What follows belongs to an exercise in optimizing a design on an open flow for small area, a short achievable clock period and few clock cycles; a production flow would make more cautious choices.
Function was checked by simulation only, so behaviour that the tests miss may differ from the original.
Power is estimated from default activity; no workload was simulated.

// mul16_top
module mul16_top (
  input  logic        clk,
  input  logic        rst,
  input  logic        wb_cyc,
  input  logic        wb_stb,
  input  logic        wb_we,
  input  logic [1:0]  wb_adr,
  input  logic [31:0] wb_dat_w,
  output logic [31:0] wb_dat_r,
  output logic        wb_ack
);
Size in the first run: ~520 cells after synthesis, about 97 flip-flops, about 72 I/O pins, about 0.0058 mm2 of cells after synthesis.
clock: 6.5 ns
lec_check: 0
cap_margin: 20
core_margin: 2
core_utilization: 40
setup_slack_margin: 3.8
slew_margin: 20
tns_end_percent: 10
standard.sh (not shown) runs the stock make flow with config.mk's settings and CLKGATE_MAP_FILE= SYNTH_SCRIPT=/design/flow/synth_recipe.tcl, a recipe that flattens the netlist after the stock synthesis.
==> flow/flow/run.sh <==
#!/bin/bash
# The standard layout (standard.sh) with two changes:
#  - ports are buffered with sky130_fd_sc_hd__buf_1 instead of the delay
#    buffer that buffer_ports picks by default;
#  - CTS uses small clock buffers and no dummy loads (the tree feeds ~80 flops).
# All tool output goes to standard_flow.log (and ORFS's own logs under orfs/).
set -euo pipefail
export BUFFER_PORTS_ARGS="-buffer_cell sky130_fd_sc_hd__buf_1"
export CTS_ARGS="-sink_clustering_enable -repair_clock_nets -dont_use_dummy_load -buf_list {sky130_fd_sc_hd__clkbuf_4 sky130_fd_sc_hd__clkbuf_8} -root_buf sky130_fd_sc_hd__clkbuf_8"
bash standard.sh "BUFFER_PORTS_ARGS=$BUFFER_PORTS_ARGS" "CTS_ARGS=$CTS_ARGS" finish > standard_flow.log 2>&1
Testbench counts at the start, summed over its fixed seeds: cycles 25,600.
Next try:
Settings changed: SETUP_SLACK_MARGIN 3.8 to 3.4, TNS_END_PERCENT 10 to 5.
The changed run passed the timing, DRC and antenna checks.
Die area is unchanged.
Clock-buffer cell count is unchanged.
Design area goes down by 2.5%.
Via count stays flat.
Fmax barely changes.
Routed wire length goes down by about 2.2%.
Power goes down by 1.7%.
Core utilization goes down by 1.2 points.
Hold slack got worse by 0.012 ns.

## job 101
mul16_top again, from the RTL that the note above started with.
Settings: LEC_CHECK=0, CAP_MARGIN=20, CORE_MARGIN=2, CORE_UTILIZATION=40, SETUP_SLACK_MARGIN=3.4, SLEW_MARGIN=20, TNS_END_PERCENT=20; clock period 6.5 ns.
Scripts as last shown in full above: flow/flow/run.sh
Testbench counts of job 101, summed over its fixed seeds: cycles 25,600.
Here is what was changed in the inputs of job 102 compared with job 101.
- TNS_END_PERCENT changed from 20 to 5
- SETUP_SLACK_MARGIN changed from 3.4 to 3.6
Results
- Looking at power spent charging and discharging nets across job 101 and job 102, the one that comes out lower is job 101.
- Job 102 -> job 101: post-CTS clock slew at the launch and capture registers of the worst setup and hold paths flat
- Compared with job 101, job 102 shows a higher sequential portion of the cell area.
- Per the comparison of job 102 with job 101, number of tap cells added at floorplan neither gained nor lost much; number of non-clock buffers lost 15; count of fill cells added during filler insertion grew by 0.89%.
- Against job 101 as the reference, job 102 delivers a lower critical path buffer and inverter count.
- Job 102 vs job 101, launching instance or port of the critical path: a[2]$_DFFE_PP_ vs a[3]$_DFFE_PP_
- As of job 102, routed wire length had fallen slightly compared to job 101.
Edits applied to the flow inputs when going from job 102 to job 103:
- changing CORE_UTILIZATION from 40 to 60
- removing TNS_END_PERCENT (formerly 5)
- changing SETUP_SLACK_MARGIN from 3.6 to 2.0
--- outcome ---
Job 103 vs. job 102: wire length down 6.2%; number of search-and-repair iterations in the first detailed-routing pass saw an increase; tightest hold margin has remained practically unchanged; sequential share of cell area shows an increase of 1.2 points; worst setup slack lost 300 ps.
On minimum clock period, the lower figure sits with job 102, not job 103.
Job 103 -> job 102: number of slew-limit violations in the final report delta 0, exact match
> inputs changed (job 103 -> job 104)
- CORE_UTILIZATION now 40, was 60
Results
In the metrics for job 104 and job 103, the one carrying the lower layout buffer count excluding clock buffers is job 104.
Job 103 -> job 104: area taken by flip-flops and latches flat
On worst slack on hold paths, job 104 tracks job 103 almost exactly.
Changes observed in job 104 relative to job 103: arrival time of the worst setup path closely matched the old numbers, share of the clock period used by the worst path lower.
Input changes introduced in job 105 (baseline for comparison: job 104):
- SETUP_SLACK_MARGIN now 3.0, was 2.0
Notes after the runs:
Diff job 104 -> job 105 | wire length | down by a few percent. As far as synthesized cell count goes, job 104 and job 105 are indistinguishable; the numbers are identical. Job 105 against job 104: count of cell types in the netlist held; design area held; met2 usage went up 0.71 points; growth of design area from synthesis to finish held. Changes observed in job 105 relative to job 104: share of the final layout cell area in sequential cells flat, part of the total power dissipated in combinational logic closely matched the old numbers. Compared with job 104, in job 105 total routing usage reported by global routing barely changed, worst hold slack dropped 8.9 ps.

Starting RTL as in the previous note.
==> flow/config.mk <==
export PLATFORM = sky130hd
export DESIGN_NAME = mul16_top
export DESIGN_NICKNAME = mul16_top
export VERILOG_FILES = /design/flow/design.v
export SDC_FILE = /design/flow/constraint.sdc
export NUM_CORES = 4
export LEC_CHECK = 0
export CAP_MARGIN = 20
export CORE_MARGIN = 2
export CORE_UTILIZATION = 40
export SETUP_SLACK_MARGIN = 3.6
export SLEW_MARGIN = 20
export TNS_END_PERCENT = 20
==> flow/constraint.sdc <==
create_clock -name core_clock -period 6.5 [get_ports {clk}]
set_input_delay 1.3000 -clock core_clock [delete_from_list [all_inputs] [get_ports {clk}]]
set_output_delay 1.3000 -clock core_clock [all_outputs]
set_load 0.01 [all_outputs]
Scripts as last shown in full above: flow/flow/run.sh
The starting point completed without violations.
Testbench counts at the start, summed over its fixed seeds: cycles 25,600.
Edit:
CORE_UTILIZATION = 50   (was 40)
SETUP_SLACK_MARGIN = 3.4   (was 3.6)
Outcome:
- The new run completed without violations
- first-iteration DRC count grows slightly
- routed wire length went down by a few percent
- via count is higher slightly
- die area is lower by about a fifth
- total power is lower slightly
Edit:
==> flow/flow/run.sh (replaced) <==
#!/bin/bash
# The standard layout (standard.sh) with these changes:
#  - ports are buffered with sky130_fd_sc_hd__buf_1 instead of the delay
#    buffer that buffer_ports picks by default;
#  - CTS uses small clock buffers, larger sink clusters and no dummy loads
#    (the tree feeds ~100 flops);
#  - after global routing, gates off the critical paths are downsized
#    (RECOVER_POWER), which also trims cell area.
# All tool output goes to standard_flow.log (and ORFS's own logs under orfs/).
set -euo pipefail
export BUFFER_PORTS_ARGS="-buffer_cell sky130_fd_sc_hd__buf_1"
export CTS_ARGS="-sink_clustering_enable -repair_clock_nets -dont_use_dummy_load -sink_clustering_size 25 -sink_clustering_max_diameter 60 -buf_list {sky130_fd_sc_hd__clkbuf_4 sky130_fd_sc_hd__clkbuf_8} -root_buf sky130_fd_sc_hd__clkbuf_8"
export RECOVER_POWER=100
bash standard.sh "BUFFER_PORTS_ARGS=$BUFFER_PORTS_ARGS" "CTS_ARGS=$CTS_ARGS" "RECOVER_POWER=$RECOVER_POWER" finish > standard_flow.log 2>&1
CORE_UTILIZATION = 40   (was 50)
SETUP_SLACK_MARGIN = 2.0   (was 3.4)
TNS_END_PERCENT = not set   (was 20)
Outcome: This time the run completed and failed the layout checks on capacitance limit, slew limit; area after synthesis does not change; sequential share of layout area climbs by 1.5 points; wire length drops by 1.6%; via count decreases by 3.4%; cell area went down by 3.8%; setup slack loses 730 ps.
Edit:
==> flow/flow/run.sh (replaced) <==
#!/bin/bash
# The standard layout (standard.sh) with two changes:
#  - ports are buffered with sky130_fd_sc_hd__buf_1 instead of the delay
#    buffer that buffer_ports picks by default;
#  - CTS uses small clock buffers and no dummy loads (the tree feeds ~80 flops).
# All tool output goes to standard_flow.log (and ORFS's own logs under orfs/).
set -euo pipefail
export BUFFER_PORTS_ARGS="-buffer_cell sky130_fd_sc_hd__buf_1"
export CTS_ARGS="-sink_clustering_enable -repair_clock_nets -dont_use_dummy_load -buf_list {sky130_fd_sc_hd__clkbuf_4 sky130_fd_sc_hd__clkbuf_8} -root_buf sky130_fd_sc_hd__clkbuf_8"
bash standard.sh "BUFFER_PORTS_ARGS=$BUFFER_PORTS_ARGS" "CTS_ARGS=$CTS_ARGS" finish > standard_flow.log 2>&1
PLACE_DENSITY = 0.75   (was not set)
SETUP_SLACK_MARGIN = 3.4   (was 2.0)
TNS_END_PERCENT = 20   (was not set)
What happened: This time the run went through all stages and came out clean; first-iteration DRC count grows by 23%; register-to-register slack gets better by 450 ps; die area is unchanged; final cell count grows by 1.6%; sequential power is about the same; sequential share of layout area shrinks by 1.4 points; power grows by 2.2%.
Edit:
==> flow/flow/run.sh (replaced) <==
#!/bin/bash
# The standard layout (standard.sh) with two changes:
#  - ports are buffered with sky130_fd_sc_hd__buf_1 instead of the delay
#    buffer that buffer_ports picks by default;
#  - CTS uses small clock buffers, larger sink clusters and no dummy loads
#    (the tree feeds ~100 flops).
# All tool output goes to standard_flow.log (and ORFS's own logs under orfs/).
set -euo pipefail
export BUFFER_PORTS_ARGS="-buffer_cell sky130_fd_sc_hd__buf_1"
export CTS_ARGS="-sink_clustering_enable -repair_clock_nets -dont_use_dummy_load -sink_clustering_size 30 -sink_clustering_max_diameter 80 -buf_list {sky130_fd_sc_hd__clkbuf_4 sky130_fd_sc_hd__clkbuf_8} -root_buf sky130_fd_sc_hd__clkbuf_8"
bash standard.sh "BUFFER_PORTS_ARGS=$BUFFER_PORTS_ARGS" "CTS_ARGS=$CTS_ARGS" finish > standard_flow.log 2>&1
PLACE_DENSITY = not set   (was 0.75)
Effect:
- combinational power fell by about 3%
- wire length barely changes
- critical path depth rose by 1
- hold slack gets better by 12 ps
- synthesized area does not change
- non-clock buffer count rose by 10
Edit:
==> flow/flow/run.sh (replaced) <==
#!/bin/bash
# The standard layout (standard.sh) with two changes:
#  - ports are buffered with sky130_fd_sc_hd__buf_1 instead of the delay
#    buffer that buffer_ports picks by default;
#  - CTS uses small clock buffers and no dummy loads (the tree feeds ~80 flops).
# All tool output goes to standard_flow.log (and ORFS's own logs under orfs/).
set -euo pipefail
export BUFFER_PORTS_ARGS="-buffer_cell sky130_fd_sc_hd__buf_1"
export CTS_ARGS="-sink_clustering_enable -repair_clock_nets -dont_use_dummy_load -buf_list {sky130_fd_sc_hd__clkbuf_4 sky130_fd_sc_hd__clkbuf_8} -root_buf sky130_fd_sc_hd__clkbuf_8"
bash standard.sh "BUFFER_PORTS_ARGS=$BUFFER_PORTS_ARGS" "CTS_ARGS=$CTS_ARGS" finish > standard_flow.log 2>&1
CELL_PAD_IN_SITES_DETAIL_PLACEMENT = 1   (was not set)
SETUP_SLACK_MARGIN = 3.6   (was 3.4)
TNS_END_PERCENT = 5   (was 20)
Via count is higher by 1.6%.
Fmax shrinks by 5.1%.
First-iteration DRC count goes down by 3.2%.
Clock power goes up by about 1%.
Global-route usage climbs by 2.2 points.
Count of clock-buffer cells in the layout is unchanged.
Non-clock buffer count is higher by 5.
Synthesized area does not change.
Combinational power climbs by 15%.
Wire length rises by 15%.

afterwards: timing with drivers on the ports:
The flow's constraints put no driver on any port. The routed layouts listed below were extracted and timed again, unchanged, in two steps. Step 1, drivers: a clkbuf_16 drives clk and a buf_2 each remaining input, both assumed. Step 2, shift: input delay + t, output delay - t, t = (earliest + latest rising clock arrival at the registers) / 2. This alone moves slack from input paths to output paths. Three values: ideal ports, drivers, drivers and shift; two values: the first two.
run	t, ns	setup slack, ns	hold WS [ns]	worst setup path after step 2
the first run of note 1	0.406	3.318 / 3.318 / 3.075	0.465 / 0.465 / 0.465	input to register
the second run of note 1	0.398	3.320 / 3.320 / 3.042	0.453 / 0.453 / 0.453	input to register
job 101	0.399	3.384 / 3.384 / 3.066	0.455 / 0.455 / 0.455	input to register
job 102	0.399	3.339 / 3.339 / 3.072	0.460 / 0.460 / 0.460	input to register
job 103	0.393	3.043 / 3.043 / 2.830	0.459 / 0.459 / 0.459	input to register
job 104	0.397	3.145 / 3.145 / 2.983	0.462 / 0.462 / 0.462	input to register
job 105	0.398	3.207 / 3.207 / 3.066	0.453 / 0.453 / 0.453	input to register
the first run of note 3	0.415	3.349 / 3.349 / 3.103	0.457 / 0.457 / 0.457	input to register
the second run of note 3	0.391	3.333 / 3.333 / 3.034	0.446 / 0.446 / 0.446	input to register
the third run of note 3	0.398	2.600 / 2.566 / 2.898	0.462 / 0.462 / 0.462	register to register
the fourth run of note 3	0.408	3.348 / 3.348 / 3.003	0.443 / 0.443 / 0.443	input to register
the fifth run of note 3	0.399	3.384 / 3.384 / 3.066	0.455 / 0.455 / 0.455	input to register
the sixth run of note 3	0.406	3.218 / 3.218 / 3.078	0.460 / 0.460 / 0.460	input to register
For the fourth run of note 3, which loses most, drivers alone change the setup slack by 0.000 ns; drivers and shift together by -0.345 ns.
